From an optimization exercise on the open Yosys and OpenROAD flow, aimed at small area and a short achievable clock period; shortcuts taken in it are not production practice. The RTL was checked by simulation tests, not by an equivalence proof against the original design. No activity file was given, so power comes from the tool's default toggle rates.

==> design.v <==
package pq_pkg;
    localparam int PQ_KEY_W = 32;
    localparam int PQ_VAL_W = 32;
    localparam int PQ_DEPTH = 16;
    typedef struct packed {
        logic                valid;
        logic [PQ_KEY_W-1:0] key;
        logic [PQ_VAL_W-1:0] val;
    } pq_elem_t;
    typedef enum logic [1:0] {
        SHIFT_HOLD = 2'd0,
        SHIFT_UP   = 2'd1,
        SHIFT_DOWN = 2'd2,
        SHIFT_LOAD = 2'd3
    } pq_shift_e;
endpackage
module pq_slot
#(
    parameter int KEY_W    = pq_pkg::PQ_KEY_W,
    parameter int VAL_W    = pq_pkg::PQ_VAL_W,
    parameter bit IS_FIRST = 1'b0
) (
    input  logic                   clk,
    input  logic                   rst,
    input  logic                   push_fire,
    input  logic                   pop_fire,
    input  logic [KEY_W-1:0]       push_key,
    input  logic [VAL_W-1:0]       push_val,
    input  logic [KEY_W+VAL_W:0]   below_elem,
    input  logic [KEY_W+VAL_W:0]   above_elem,
    input  logic                   gt_below,
    input  logic                   gt_above,
    output logic [KEY_W+VAL_W:0]   elem,
    output logic                   gt
);
    typedef struct packed {
        logic             valid;
        logic [KEY_W-1:0] key;
        logic [VAL_W-1:0] val;
    } slot_elem_t;
    slot_elem_t cur_r;
    slot_elem_t nxt_s;
    slot_elem_t below_s;
    slot_elem_t above_s;
    slot_elem_t push_s;
    pq_pkg::pq_shift_e  shift_s;
    assign below_s = below_elem;
    assign above_s = above_elem;
    assign push_s  = {1'b1, push_key, push_val};
    assign elem    = cur_r;
    assign gt = ~cur_r.valid | (cur_r.key > push_key);
    always_comb begin
        shift_s = pq_pkg::SHIFT_HOLD;
        if (push_fire && pop_fire) begin
            if (!gt_above) begin
                shift_s = pq_pkg::SHIFT_DOWN;
            end else if (IS_FIRST || !gt) begin
                shift_s = pq_pkg::SHIFT_LOAD;
            end else begin
                shift_s = pq_pkg::SHIFT_HOLD;
            end
        end else if (push_fire) begin
            if (gt && gt_below) begin
                shift_s = pq_pkg::SHIFT_UP;
            end else if (gt) begin
                shift_s = pq_pkg::SHIFT_LOAD;
            end else begin
                shift_s = pq_pkg::SHIFT_HOLD;
            end
        end else if (pop_fire) begin
            shift_s = pq_pkg::SHIFT_DOWN;
        end else begin
            shift_s = pq_pkg::SHIFT_HOLD;
        end
    end
    always_comb begin
        nxt_s = cur_r;
        case (shift_s)
            pq_pkg::SHIFT_HOLD: nxt_s = cur_r;
            pq_pkg::SHIFT_UP:   nxt_s = below_s;
            pq_pkg::SHIFT_DOWN: nxt_s = above_s;
            pq_pkg::SHIFT_LOAD: nxt_s = push_s;
            default:    nxt_s = cur_r;
        endcase
    end
    always_ff @(posedge clk) begin
        if (rst) begin
            cur_r <= '0;
        end else begin
            cur_r <= nxt_s;
        end
    end
endmodule
module pq_sorted_path
#(
    parameter int KEY_W = pq_pkg::PQ_KEY_W,
    parameter int VAL_W = pq_pkg::PQ_VAL_W,
    parameter int DEPTH = pq_pkg::PQ_DEPTH
) (
    input  logic                         system1000,
    input  logic                         system1000_rst,
    input  logic                         push_valid,
    output logic                         push_ready,
    input  logic [KEY_W-1:0]             push_key,
    input  logic [VAL_W-1:0]             push_val,
    input  logic                         pop_valid,
    output logic                         pop_ready,
    output logic                         out_valid,
    output logic [KEY_W-1:0]             out_key,
    output logic [VAL_W-1:0]             out_val,
    output logic [$clog2(DEPTH+1)-1:0]   count,
    output logic                         empty,
    output logic                         full
);
    localparam int EW    = 1 + KEY_W + VAL_W;
    localparam int CNT_W = $clog2(DEPTH + 1);
    logic [EW-1:0]    elem_s [DEPTH];
    logic             gt_s   [DEPTH];
    logic             push_fire_s;
    logic             pop_fire_s;
    logic [CNT_W-1:0] cnt_nxt_s;
    assign pop_ready = ~empty;
    assign push_ready = ~full | pop_valid;
    assign push_fire_s = push_valid & push_ready;
    assign pop_fire_s  = pop_valid & pop_ready;
    for (genvar i = 0; i < DEPTH; i++) begin : g_slot
        logic [EW-1:0] below_s;
        logic [EW-1:0] above_s;
        logic          gt_below_s;
        logic          gt_above_s;
        if (i == 0) begin : g_lo
            assign below_s    = '0;
            assign gt_below_s = 1'b0;
        end else begin : g_lo
            assign below_s    = elem_s[i-1];
            assign gt_below_s = gt_s[i-1];
        end
        if (i == DEPTH - 1) begin : g_hi
            assign above_s    = '0;
            assign gt_above_s = 1'b1;
        end else begin : g_hi
            assign above_s    = elem_s[i+1];
            assign gt_above_s = gt_s[i+1];
        end
        pq_slot #(
            .KEY_W    (KEY_W),
            .VAL_W    (VAL_W),
            .IS_FIRST (i == 0)
        ) u_slot (
            .clk        (system1000),
            .rst        (system1000_rst),
            .push_fire  (push_fire_s),
            .pop_fire   (pop_fire_s),
            .push_key   (push_key),
            .push_val   (push_val),
            .below_elem (below_s),
            .above_elem (above_s),
            .gt_below   (gt_below_s),
            .gt_above   (gt_above_s),
            .elem       (elem_s[i]),
            .gt         (gt_s[i])
        );
    end
    always_comb begin
        cnt_nxt_s = count;
        if (push_fire_s && !pop_fire_s) begin
            cnt_nxt_s = count + CNT_W'(1'b1);
        end else if (pop_fire_s && !push_fire_s) begin
            cnt_nxt_s = count - CNT_W'(1'b1);
        end else begin
            cnt_nxt_s = count;
        end
    end
    always_ff @(posedge system1000) begin
        if (system1000_rst) begin
            count     <= '0;
            empty     <= 1'b1;
            full      <= 1'b0;
            out_valid <= 1'b0;
            out_key   <= '0;
            out_val   <= '0;
        end else begin
            count     <= cnt_nxt_s;
            empty     <= (cnt_nxt_s == CNT_W'(0));
            full      <= (cnt_nxt_s == CNT_W'(DEPTH));
            out_valid <= pop_fire_s;
            if (pop_fire_s) begin
                out_key <= elem_s[0][KEY_W+VAL_W-1:VAL_W];
                out_val <= elem_s[0][VAL_W-1:0];
            end else begin
                out_key <= out_key;
                out_val <= out_val;
            end
        end
    end
endmodule
==> run.sh <==
#!/bin/bash
# synth_recipe.tcl (not shown) runs the flow's synth.tcl, then flattens the netlist and writes it again
# the make line also repeats each setting of config.mk as NAME=value (left out here)
make -C /OpenROAD-flow-scripts/flow DESIGN_CONFIG=/design/flow/config.mk WORK_HOME=/design/flow/orfs CLKGATE_MAP_FILE= SYNTH_SCRIPT=/design/flow/synth_recipe.tcl finish
==> config.mk <==
export PLATFORM = sky130hd
export DESIGN_NAME = pq_sorted_path
export DESIGN_NICKNAME = pq_sorted_path
export VERILOG_FILES = /design/flow/design.v
export SDC_FILE = /design/flow/constraint.sdc
export NUM_CORES = 4
export LEC_CHECK = 0
export CAP_MARGIN = 20
export CORE_MARGIN = 2
export CORE_UTILIZATION = 45
export PLACE_DENSITY = 0.6
export SLEW_MARGIN = 20
==> constraint.sdc <==
create_clock -name core_clock -period 5.5 [get_ports {system1000}]
set_input_delay 1.1000 -clock core_clock [delete_from_list [all_inputs] [get_ports {system1000}]]
set_output_delay 1.1000 -clock core_clock [all_outputs]
set_load 0.01 [all_outputs]
==> PnR_summary.wiki, run 1 <==
{| class="wikitable"
! Metric !! Value
|-
| Synth Warn # || 5
|-
| Initial Utilization || 45.25%
|-
| # H-tree levels || 4
|-
| Placed cell count || 8596
|-
| Routability-driven placement congestion ratio || 0.9919
|-
| Aggregate routed wire length || 237.2 mm
|-
| Number of filler cells placed in the layout || 12820
|-
| Slew at the pin closest to its max-slew limit || 1.051 ns
|-
| Status || complete, no violations
|-
| Critical path launch point type || input port
|-
| Total iterations of the first detailed-routing run || 5
|-
| Setup Fix Bufs, Post-CTS || 0
|-
| DRC viols || 0
|-
| Sequential area share after synthesis || 34.83%
|-
| Number of placed I/O pins || 142
|-
| Critical path class || input port to flop
|-
| Clock latency reported for the late side of the worst-skew pair || 0.79 ns
|-
| Number of instances in the synthesized netlist || 6669
|-
| Global-route wire length before repair || 356.4 mm
|-
| Max incr delay on CP || 0.85 ns
|-
| Post-cts resize count || 0
|-
| Maximum clock insertion buffer count || 3
|-
| CTS sink count || 1112
|-
| Via count || 57110
|-
| Clock Skews || 0.02826 ns
|-
| Number of synthesized flops with an enable pin || 0
|-
| Post-synthesis net count || 7251
|-
| Die X-Extent || 380.9 microns
|-
| Clock period minus final worst setup slack || 5.318 ns
|-
| Total grt overflow || 0
|-
| Final critical-path share of the clock period || 96.68%
|-
| Hold Buf Count CTS || 0
|-
| Flip-flop and latch count after synthesis || 1112
|-
| Final worst hold slack || 0.4510 ns
|-
| Internal Pwr Total || 22.26 mW
|-
| RR Startpoint || g_slot[6].u_slot.cur_r[46]$_SDFFE_PP0P_
|-
| Distinct cell type count of the synthesized netlist || 88
|-
| Net count reported at finish || 7421
|-
| Average instance area after synthesis || 9.583 sq um
|-
| Sequential share of power || 33.6%
|-
| Fraction of layout instances using a drive strength above 1 || 13.46%
|-
| Worst endpoint data arrival time || 5.99 ns
|-
| CP Launch Point || push_key[14]
|-
| Core area || 0.1412 sq mm
|-
| CP endpoint kind || flop
|-
| Setup WS post-layout || 0.1823 ns
|-
| FMAX || 188.1 MHz
|-
| Peak supply drop || 0.0003353 V
|-
| Clock-pin slew on the worst setup and hold paths || 0.06 ns
|-
| Pin count of the biggest net entering global routing || 110
|-
| Combined area of all synthesized cells || 0.06391 sq mm
|-
| Most instantiated flip-flop cell in the synthesis netlist || dfxtp_1
|-
| Rows || 138
|-
| Number of maximum-capacitance violations || 0
|-
| Placement Setup Slack || -0.4367 ns
|-
| IO Port Bufs || 141
|-
| Worst path required time || 6.17 ns
|-
| Count of final hold-check violations || 0
|-
| Worst slew margin || 29.41%
|-
| Final setup viols || 0
|-
| Cell chain of the critical path || clkdlybuf4s50_1, inv_1, buf_4, ha_1, nand4_1, nor3_1, a21boi_1, or4b_1, a31oi_1, or2b_2, o21ai_4, buf_12, mux2_2, o221a_1
|-
| Post-synth ARST share || 0%
|-
| Clock tree from TritonCTS || built
|-
| NetSw || 14.61 mW
|-
| Switching power as a share of total power || 39.63%
|-
| Half-perimeter wire length after placement || 169.1 mm
|-
| Setup repair after global routing missed its margin || no
|-
| Areal power density over the cells || 487.9 mW/mm^2
|-
| Die footprint || 0.1450 sq mm
|-
| Leakage power || 30.86 nW
|-
| Post-detailed-route via-to-cell ratio || 6.469
|-
| Die boundary height || 380.9 microns
|-
| Cell at the root of the clock tree || clkbuf_16
|-
| Routed length per placed instance || 26.86 microns
|-
| Critical path fanouts, max || 31
|-
| Library cell contributing the largest single delay on the critical path || nor3_1
|-
| Post-detailed-route count of antenna-violating nets || 0
|-
| Combinational Power Share || 42.3%
|-
| Worst Hold Launch || out_key[9]$_SDFFE_PP0P_
|-
| Via count of the first global-routing pass || 55870
|-
| Number of antenna violations at the first check in global routing || 2
|-
| Global-route usage over all layers || 31.70%
|-
| Path category of the worst min-delay check || flop to flop
|-
| Total CTS buffers || 131
|-
| First DRT Iteration DRCs || 5062
|-
| Layout overhead on the synthesized area || 18.27%
|-
| Count of final max-slew check failures || 0
|-
| Part of the power in the clock network || 24.1%
|-
| Final instance count without filler cells || 8828
|}
[path summary, 6_finish.rpt]
path | slack (ns) | cells past startpoint | to
max | 0.18 | 14 | g_slot[5].u_slot.cur_r[41]$_SDFFE_PP0P_
min | 0.45 | 2 | out_key[9]$_SDFFE_PP0P_
max reg2reg | 1.25 | 11 | g_slot[5].u_slot.cur_r[41]$_SDFFE_PP0P_
min reg2reg | 0.45 | 2 | out_key[9]$_SDFFE_PP0P_
[state kept, by name, indices dropped and copies added (netlist names)]
register             cells
g_slot.u_slot.cur_r   1040
out_val                 32
out_key                 32
full                     1
out_valid                1
empty                    1
count                    5
[Yosys cell counts, drive strengths merged (67+ instances only)]
| library cell | number | area [sq um] |
|---|---|---|
| a2111oi | 136 | 1488 |
| a211oi | 83 | 623.1 |
| a21oi | 478 | 2400 |
| a31oi | 78 | 488.0 |
| and2 | 69 | 431.7 |
| buf | 217 | 1197 |
| clkbuf | 360 | 1355 |
| dfxtp | 1112 | 22260 |
| ha | 514 | 6431 |
| inv | 165 | 619.3 |
| mux2i | 1094 | 10950 |
| nand2 | 394 | 1479 |
| nand4 | 117 | 732.0 |
| nor2 | 325 | 1222 |
| nor3 | 94 | 470.5 |
| o21ai | 69 | 349.1 |
| o221a | 67 | 754.5 |
| o221ai | 258 | 2266 |
| o22ai | 520 | 3259 |
[final cells by class]
| cell class | instances | area, sq um | area share (%) |
|---|---|---|---|
| sequential | 1112 | 22260 | 29.45 |
| inverter | 166 | 630.6 | 0.8343 |
| tap | 1890 | 2365 | 3.129 |
| clock inverter | 36 | 440.4 | 0.5827 |
| multi-input combinational | 4814 | 38990 | 51.59 |
| antenna | 1 | 2.502 | 0.003311 |
| clock buffer | 195 | 3850 | 5.094 |
| timing repair buffer | 614 | 7044 | 9.320 |
[worst max-delay path: cells and delay by family]
family,cells,cell delay (ns)
multiplexers,1,0.38
AND/OR/NAND/NOR,4,1.75
buffers and inverters,4,1.32
AO/OA/AOI/OAI,4,1.03
adder cells (fa/ha/maj),1,0.34
[cell families (layout without fill, tap and decap cells)]
group,count (synthesis),count (layout),share of synthesized area (%)
fa+ha+maj,514,514,10.06
flops,1112,1112,34.83
mux,1224,1224,20.55
simple gates,1169,1169,8.440
other cells,0,1,0
buf+inv,743,1011,4.969
xor+xnor,4,4,0.05483
compound gates,1903,1903,21.09
[placed cells by master (no fill, tap or decap), types with 58 or more instances in the layout]
cell type           n
nand2_1           382
clkdlybuf4s50_1   140
o22ai_1           514
and2_1             69
o221a_1            60
buf_12            166
o221ai_1          257
mux2i_1          1093
a2111oi_0          87
mux4_2             64
nand4_1           117
a21oi_1           472
nand3_1            58
nor3_1             94
o2bb2ai_1          65
buf_4             307
mux2_2             66
inv_1             165
a31oi_1            77
clkbuf_16         132
nor2_1            319
o21ai_0            62
a211oi_1           83
ha_1              514
dfxtp_1          1112
[power groups by stage]
stage                     Combinational [mW]  Sequential (mW)  Clock, mW
after floorplan                         9.93             11.6          0
after global placement                  15.0             12.4          0
after detailed placement                15.3             12.5          0
after CTS                               15.4             12.3       9.01
after global routing                    16.7             12.6       9.33
final                                   15.6             12.4       8.90
[routing by layer]
metal | vias up | track usage (%) | part of all wire, %
met5 | - | 0 | 0.0097
met4 | 4 | 14.72 | 4.7
li1 | 26110 | - | -
met2 | 2207 | 50.00 | 45
met3 | 578 | 5.695 | 7.3
met1 | 28210 | 41.98 | 43
[stage by stage]
| stage | TNS [ns] | utilization, % | area (sq um) | total power [mW] |
|---|---|---|---|---|
| finish | 0 | 53.52 | 75590 | 36.87 |
| global route | 0 | 53.51 | 75580 | 38.65 |
| CTS | 0 | 53.51 | 75580 | 36.71 |
| detailed placement | -41.21 | 50.48 | 71290 | 27.79 |
| global placement | -67.63 | 50.47 | 71290 | 27.45 |
| floorplan | 0 | - | 63910 | 21.55 |
==> inputs of run 2 (changes only) <==
==> design.v (replaced) <==
package pq_pkg;
    localparam int PQ_KEY_W = 32;
    localparam int PQ_VAL_W = 32;
    localparam int PQ_DEPTH = 16;
    typedef struct packed {
        logic                valid;
        logic [PQ_KEY_W-1:0] key;
        logic [PQ_VAL_W-1:0] val;
    } pq_elem_t;
    typedef enum logic [1:0] {
        SHIFT_HOLD = 2'd0,
        SHIFT_UP   = 2'd1,
        SHIFT_DOWN = 2'd2,
        SHIFT_LOAD = 2'd3
    } pq_shift_e;
endpackage
module pq_sorted_path
#(
    parameter int KEY_W = pq_pkg::PQ_KEY_W,
    parameter int VAL_W = pq_pkg::PQ_VAL_W,
    parameter int DEPTH = pq_pkg::PQ_DEPTH
) (
    input  logic                         system1000,
    input  logic                         system1000_rst,
    input  logic                         push_valid,
    output logic                         push_ready,
    input  logic [KEY_W-1:0]             push_key,
    input  logic [VAL_W-1:0]             push_val,
    input  logic                         pop_valid,
    output logic                         pop_ready,
    output logic                         out_valid,
    output logic [KEY_W-1:0]             out_key,
    output logic [VAL_W-1:0]             out_val,
    output logic [$clog2(DEPTH+1)-1:0]   count,
    output logic                         empty,
    output logic                         full
);
    localparam int CNT_W = $clog2(DEPTH + 1);
    localparam int RW    = $clog2(DEPTH);
    logic [KEY_W-1:0] key_r  [DEPTH];
    logic [VAL_W-1:0] val_r  [DEPTH];
    logic [RW-1:0]    rank_r [DEPTH];
    logic [DEPTH-1:0] vld_r;
    logic             push_fire_s;
    logic             pop_fire_s;
    logic [DEPTH-1:0] head_s;      
    logic [DEPTH-1:0] free_s;      
    logic [DEPTH-1:0] wsel_s;      
    logic [DEPTH-1:0] gt_s;        
    logic [DEPTH-1:0] le_s;        
    logic [RW-1:0]    new_rank_s;
    logic [CNT_W-1:0] cnt_nxt_s;
    logic [KEY_W-1:0] head_key_s;
    logic [VAL_W-1:0] head_val_s;
    assign pop_ready = ~empty;
    assign push_ready = ~full | pop_valid;
    assign push_fire_s = push_valid & push_ready;
    assign pop_fire_s  = pop_valid & pop_ready;
    always_comb begin
        for (int i = 0; i < DEPTH; i++) begin
            head_s[i] = vld_r[i] & (rank_r[i] == RW'(0));
            gt_s[i]   = key_r[i] > push_key;
            le_s[i]   = vld_r[i] & ~gt_s[i] & ~(pop_fire_s & head_s[i]);
        end
    end
    always_comb begin
        logic seen;
        seen = 1'b0;
        for (int i = 0; i < DEPTH; i++) begin
            free_s[i] = ~vld_r[i] & ~seen;
            seen      = seen | ~vld_r[i];
        end
    end
    assign wsel_s = full ? head_s : free_s;
    always_comb begin
        new_rank_s = '0;
        for (int i = 0; i < DEPTH; i++) begin
            new_rank_s = new_rank_s + RW'(le_s[i]);
        end
    end
    always_comb begin
        head_key_s = '0;
        head_val_s = '0;
        for (int i = 0; i < DEPTH; i++) begin
            head_key_s = head_key_s | ({KEY_W{head_s[i]}} & key_r[i]);
            head_val_s = head_val_s | ({VAL_W{head_s[i]}} & val_r[i]);
        end
    end
    always_ff @(posedge system1000) begin
        for (int i = 0; i < DEPTH; i++) begin
            if (free_s[i] | (full & head_s[i] & push_valid & pop_valid)) begin
                key_r[i] <= push_key;
                val_r[i] <= push_val;
            end
        end
    end
    always_ff @(posedge system1000) begin
        for (int i = 0; i < DEPTH; i++) begin
            if (push_fire_s & wsel_s[i]) begin
                rank_r[i] <= new_rank_s;
            end else if (push_fire_s & gt_s[i] & ~pop_fire_s) begin
                rank_r[i] <= rank_r[i] + RW'(1);
            end else if (pop_fire_s & ~(push_fire_s & gt_s[i])) begin
                rank_r[i] <= rank_r[i] - RW'(1);
            end
        end
    end
    always_ff @(posedge system1000) begin
        if (system1000_rst) begin
            vld_r <= '0;
        end else begin
            vld_r <= ({DEPTH{push_fire_s}} & wsel_s) | (vld_r & ~({DEPTH{pop_fire_s}} & head_s));
        end
    end
    always_comb begin
        cnt_nxt_s = count;
        if (push_fire_s && !pop_fire_s) begin
            cnt_nxt_s = count + CNT_W'(1'b1);
        end else if (pop_fire_s && !push_fire_s) begin
            cnt_nxt_s = count - CNT_W'(1'b1);
        end
    end
    always_ff @(posedge system1000) begin
        if (system1000_rst) begin
            count     <= '0;
            empty     <= 1'b1;
            full      <= 1'b0;
            out_valid <= 1'b0;
        end else begin
            count     <= cnt_nxt_s;
            empty     <= (cnt_nxt_s == CNT_W'(0));
            full      <= (cnt_nxt_s == CNT_W'(DEPTH));
            out_valid <= pop_fire_s;
        end
    end
    always_ff @(posedge system1000) begin
        out_key <= head_key_s;
        out_val <= head_val_s;
    end
endmodule
==> run 2 against run 1 <==
  * Now fails the layout checks on negative setup slack
  * Critical path type unchanged
  * Final cell count shrank 28%
  * Wire length shrank 15%
  * Clock skew grew 0.017 ns
  * Global-route usage shrank 0.33 points
  * Clock-buffer cell count shrank 19
  * Sequential power shrank 17%
  * Sequential share of layout area grew 21 points
  * Largest cell class is now flip-flops and latches
==> PnR_summary.wiki, run 2 <==
{| class="wikitable"
! Metric !! Value
|-
| RR Startpoint || key_r[5][28]$_DFFE_PP_
|-
| Most common cell in the synthesized netlist || edfxtp_1
|-
| Internal Pwr Total || 16.03 mW (-28%)
|-
| Global-route usage over all layers || 31.37% (-0.33 points)
|-
| M1 wire length || 83.62 mm (-18%)
|-
| Post-detailed-route count of antenna-violating nets || 0 (unchanged)
|-
| Clock tree from TritonCTS || built
|-
| Routed length per placed instance || 31.56 microns (+17%)
|-
| Routed met2 length || 89.71 mm (-15%)
|-
| Worst Hold Launch || val_r[2][30]$_DFFE_PP_
|-
| CP endpoint kind || flop
|-
| Setup WS post-layout || -0.4278 ns (-0.6101 ns)
|-
| Pin count of the biggest net entering global routing || 65 (-41%)
|-
| Count of final hold-check violations || 0 (unchanged)
|-
| Via count of the first global-routing pass || 38890 (-30%)
|-
| Net count reported at finish || 5274 (-29%)
|-
| Failed layout checks || negative setup slack
|-
| Fraction of post-synthesis cell area in the top cell type by area || 59.25% (+24 points)
|-
| Post-synthesis net count || 4540 (-37%)
|-
| Die X-Extent || 354.1 microns (-7.0%)
|-
| Aggregate routed wire length || 200.7 mm (-15%)
|-
| Half-perimeter wire length after placement || 129.7 mm (-23%)
|-
| Leading cell types by count after synthesis || 1088 x edfxtp_1, 551 x ha_1, 264 x a221oi_1, 261 x a21oi_1, 255 x a22o_1
|-
| Count of final max-slew check failures || 0 (unchanged)
|-
| Rows || 128 (-7.2%)
|-
| Flip-flop and latch count after synthesis || 1176 (+5.8%)
|-
| Distinct cell type count of the synthesized netlist || 67 (-24%)
|-
| Worst endpoint data arrival time || 6.48 ns (+0.49 ns)
|-
| Average instance area after synthesis || 14.16 sq um (+48%)
|-
| Initial Utilization || 45.31% (+0.059 points)
|-
| Routability-driven placement congestion ratio || 1.003 (+1.1%)
|-
| Status || finished with violations
|-
| Critical path launch point type || input port
|-
| End of the worst register-to-register path || rank_r[2][3]$_DFFE_PP_
|-
| Most frequent cells in the layout || 1088 x edfxtp_1, 541 x buf_4, 500 x ha_1
|-
| Final worst hold slack || 0.4732 ns (+0.02216 ns)
|-
| Combinational Power Share || 11.1% (-31 points)
|-
| Highest routed layer || met5
|-
| Most common cell after layout, fill and taps aside || edfxtp_1
|-
| Total iterations of the first detailed-routing run || 6 (+1)
|-
| CTS sink count || 1176 (+5.8%)
|-
| Switching power as a share of total power || 24.27% (-15 points)
|-
| Worst-case hold path end point || out_val[30]$_DFF_P_
|-
| Fraction of layout instances using a drive strength above 1 || 21.84% (+8.4 points)
|-
| Worst slew margin || 19.19% (-10 points)
|-
| Slew at the pin closest to its max-slew limit || 1.209 ns (+0.1586 ns)
|-
| Total grt overflow || 0 (unchanged)
|-
| Routed met3 length || 18.54 mm (+7.2%)
|-
| Largest registers ranked by flip-flop count || key_r x512, val_r x512, rank_r x64
|-
| Layout overhead on the synthesized area || 24.78%
|-
| Peak supply drop || 0.0003206 V (-4.4%)
|-
| Total CTS buffers || 121 (-7.6%)
|-
| Number of placed I/O pins || 142 (unchanged)
|-
| Clock-pin slew on the worst setup and hold paths || 0.06 ns (about the same)
|-
| Most instantiated flip-flop cell in the synthesis netlist || edfxtp_1
|-
| Cell taking the most area after synthesis || edfxtp_1
|-
| Worst path required time || 6.05 ns (-0.12 ns)
|-
| Final setup viols || 48 (+48)
|-
| Worst setup slack for register-to-register paths || -0.18 ns (-1.43 ns)
|-
| Sequential area share after synthesis || 62.44% (+28 points)
|-
| Leakage power || 24.89 nW (-19%)
|-
| FMAX || 168.7 MHz (-10%)
|-
| Die footprint || 0.1254 sq mm (-14%)
|-
| # H-tree levels || 3 (-1)
|-
| FF-to-FF path depth || 20 (+9)
|-
| Maximum clock insertion buffer count || 3 (unchanged)
|-
| Final critical-path share of the clock period || 107.8% (+11 points)
|-
| Critical path fanouts, max || 8 (-74%)
|-
| Clock period minus final worst setup slack || 5.928 ns (+0.6101 ns)
|-
| Power, Total || 21.17 mW (-43%)
|-
| DRC viols || 0 (unchanged)
|-
| Post-detailed-route via-to-cell ratio || 6.404 (-1.0%)
|-
| Global-route wire length before repair || 283.1 mm (-21%)
|-
| Number of filler cells placed in the layout || 9875 (-23%)
|-
| Number of instances in the synthesized netlist || 3895 (-42%)
|-
| Core area || 0.1217 sq mm (-14%)
|-
| Part of the power in the clock network || 40.4% (+16 points)
|-
| Synth Warn # || 4 (-1)
|-
| Cell types with the largest area share after synthesis || edfxtp_1 59%, ha_1 13%, a221oi_1 4.2%, a22o_1 4.1%, dfxtp_1 3.2%
|-
| Cell at the root of the clock tree || clkbuf_16
|-
| Areal power density over the cells || 307.6 mW/mm^2 (-37%)
|-
| Via count || 40730 (-29%)
|-
| Number of synthesized flops with an enable pin || 1088 (+1088)
|-
| Sequential share of power || 48.5% (+15 points)
|-
| Combined area of all synthesized cells || 0.05515 sq mm (-14%)
|-
| Number of antenna violations at the first check in global routing || 7 (+5)
|-
| Setup repair after global routing missed its margin || yes
|-
| Number of cells on the worst hold path || 2 (unchanged)
|-
| Placed cell count || 6068 (-29%)
|-
| Number of maximum-capacitance violations || 0 (unchanged)
|-
| IO Port Bufs || 141 (unchanged)
|-
| Final instance count without filler cells || 6360 (-28%)
|-
| Path category of the worst min-delay check || flop to flop
|-
| First DRT Iteration DRCs || 5064 (+0.040%)
|-
| Post-synth ARST share || 0% (unchanged)
|-
| Critical path class || input port to flop
|-
| Clock Skews || 0.04515 ns (+0.01689 ns)
|-
| Die boundary height || 354.1 microns (-7.0%)
|-
| Clock latency reported for the late side of the worst-skew pair || 0.78 ns (about the same)
|-
| NetSw || 5.138 mW (-65%)
|}
## run 2: changes by cell type in the layout (fill, tap and decap cells not counted), sizes merged, moves of 193 or more
cell | before | now
a221oi | 7 | 264
a22o | 3 | 255
o22ai | 520 | 11
edfxtp | 0 | 1088
dfxtp | 1112 | 88
mux2i | 1094 | 5
a21oi | 478 | 261
nor2 | 325 | 132
nand2 | 394 | 176
o221ai | 258 | 1
## run 2: worst max-delay path by stage
| stage | startpoint | end | slack [ns] | depth (start not counted) |
|---|---|---|---|---|
| global placement | push_key[14] | rank_r[10][3]$_DFFE_PP_ | -1.78 | 25 |
| finish | push_key[3] | rank_r[2][3]$_DFFE_PP_ | -0.43 | 23 |
| CTS | push_key[14] | rank_r[11][3]$_DFFE_PP_ | -0.36 | 22 |
| floorplan | pop_valid | key_r[0][0]$_DFFE_PP_ | -1.54 | 5 |
| global route | push_key[25] | rank_r[2][3]$_DFFE_PP_ | -0.54 | 23 |
| detailed placement | push_key[14] | rank_r[10][3]$_DFFE_PP_ | -1.87 | 21 |
## run 2: layout make-up
class	count	area [sq um]	area share [%]
multi-input combinational	2494	21240	30.87
clock inverter	52	680.7	0.9892
tap	1625	2033	2.955
antenna	1	2.502	0.003637
clock buffer	176	3455	5.020
sequential	1176	34430	50.04
inverter	84	370.4	0.5382
timing repair buffer	752	6598	9.588
## run 2: routing by layer
layer  vias up  track usage (%)
met1     20500            44.62
met3       409            4.990
met5         -                0
met4        10            12.69
met2      2260            48.14
li1      17550                -
## run 2: logic make-up (layout without fill, tap and decap cells)
kind of cell               after synthesis  after routing  synth area share, %
xor gates and xnor gates                45             45               0.7147
muxes                                    7              7               0.1316
DFF                                   1176           1176                62.44
other                                    0              1                    0
and+or+nand+nor                        722            722                6.682
adders and majority gates              577            577                13.45
buffers and inverters                  225           1064                1.532
AOI/OAI and AO/OA                     1143           1143                15.05
## run 2: power groups by stage
stage	combinational, mW	sequential, mW	clock, mW
6_report	2.35	10.3	8.55
5_1_grt	2.56	10.3	8.98
4_1_cts	2.28	10.3	8.65
3_5_place_dp	2.19	10.5	0
3_3_place_gp	2.15	10.4	0
2_1_floorplan	1.15	10.4	0
## run 2: critical path, stage by stage
cell	delay, ns
clkdlybuf4s15_2	0.26
inv_2	0.10
buf_4	0.20
ha_1	0.34
a21oi_1	0.31
a2111oi_1	0.15
o41a_1	0.39
nor2_1	0.13
o21bai_1	0.09
fa_1	0.50
inv_2	0.05
fa_1	0.55
inv_2	0.04
fa_2	0.56
inv_2	0.04
fa_2	0.53
ha_4	0.14
a21o_1	0.15
a21oi_4	0.07
xor2_2	0.18
buf_12	0.16
buf_4	0.13
a221oi_2	0.28
## run 2: stage by stage
stage | setup slack [ns] | cell area [sq um] | setup TNS, ns | utilization (%)
6_report | -0.4278 | 68810 | -17.72 | 56.53
3_3_place_gp | -1.782 | 63120 | -100.73 | 51.85
4_1_cts | -0.3645 | 68270 | -15.18 | 56.09
5_1_grt | -0.5369 | 68810 | -22.68 | 56.53
2_1_floorplan | -1.540 | 55460 | -243.26 | -
3_5_place_dp | -1.874 | 63120 | -105.84 | 51.85
## run 2: repair_timing
action,4_1_cts,5_1_grt
resized for setup,231,79
setup buffers,38,23
pin swaps,86,35
gates cloned,1,1
hold buffers,0,0
setup endpoints to repair,64,64

## static timing again, ports no longer ideal
No port has a modelled driver above. Below, the same layouts with a new extraction and two added sets of constraints.
Step 1, drivers: a clkbuf_16 drives system1000 and a buf_2 each remaining input, both assumed.
Step 2 moves the port delays by t, midway between the first and last clock arrival at a register: inputs arrive t later, outputs are due t later. That takes back most of the time a late clock gives input paths.
a / b / c = ideal ports / drivers / drivers and shift; a / b = the first two.
run	t, ns	setup slack, ns	latest minus earliest clock arrival (ns)
run 1	0.859	0.182 / 0.242 / -0.617	0.029 / 0.030
run 2	0.831	-0.428 / -0.386 / -1.216	0.047 / 0.047
With both steps, setup timing fails in run 1, where it was met with ideal ports. For run 1, which loses most, drivers alone change the setup slack by +0.060 ns; drivers and shift together by -0.799 ns.
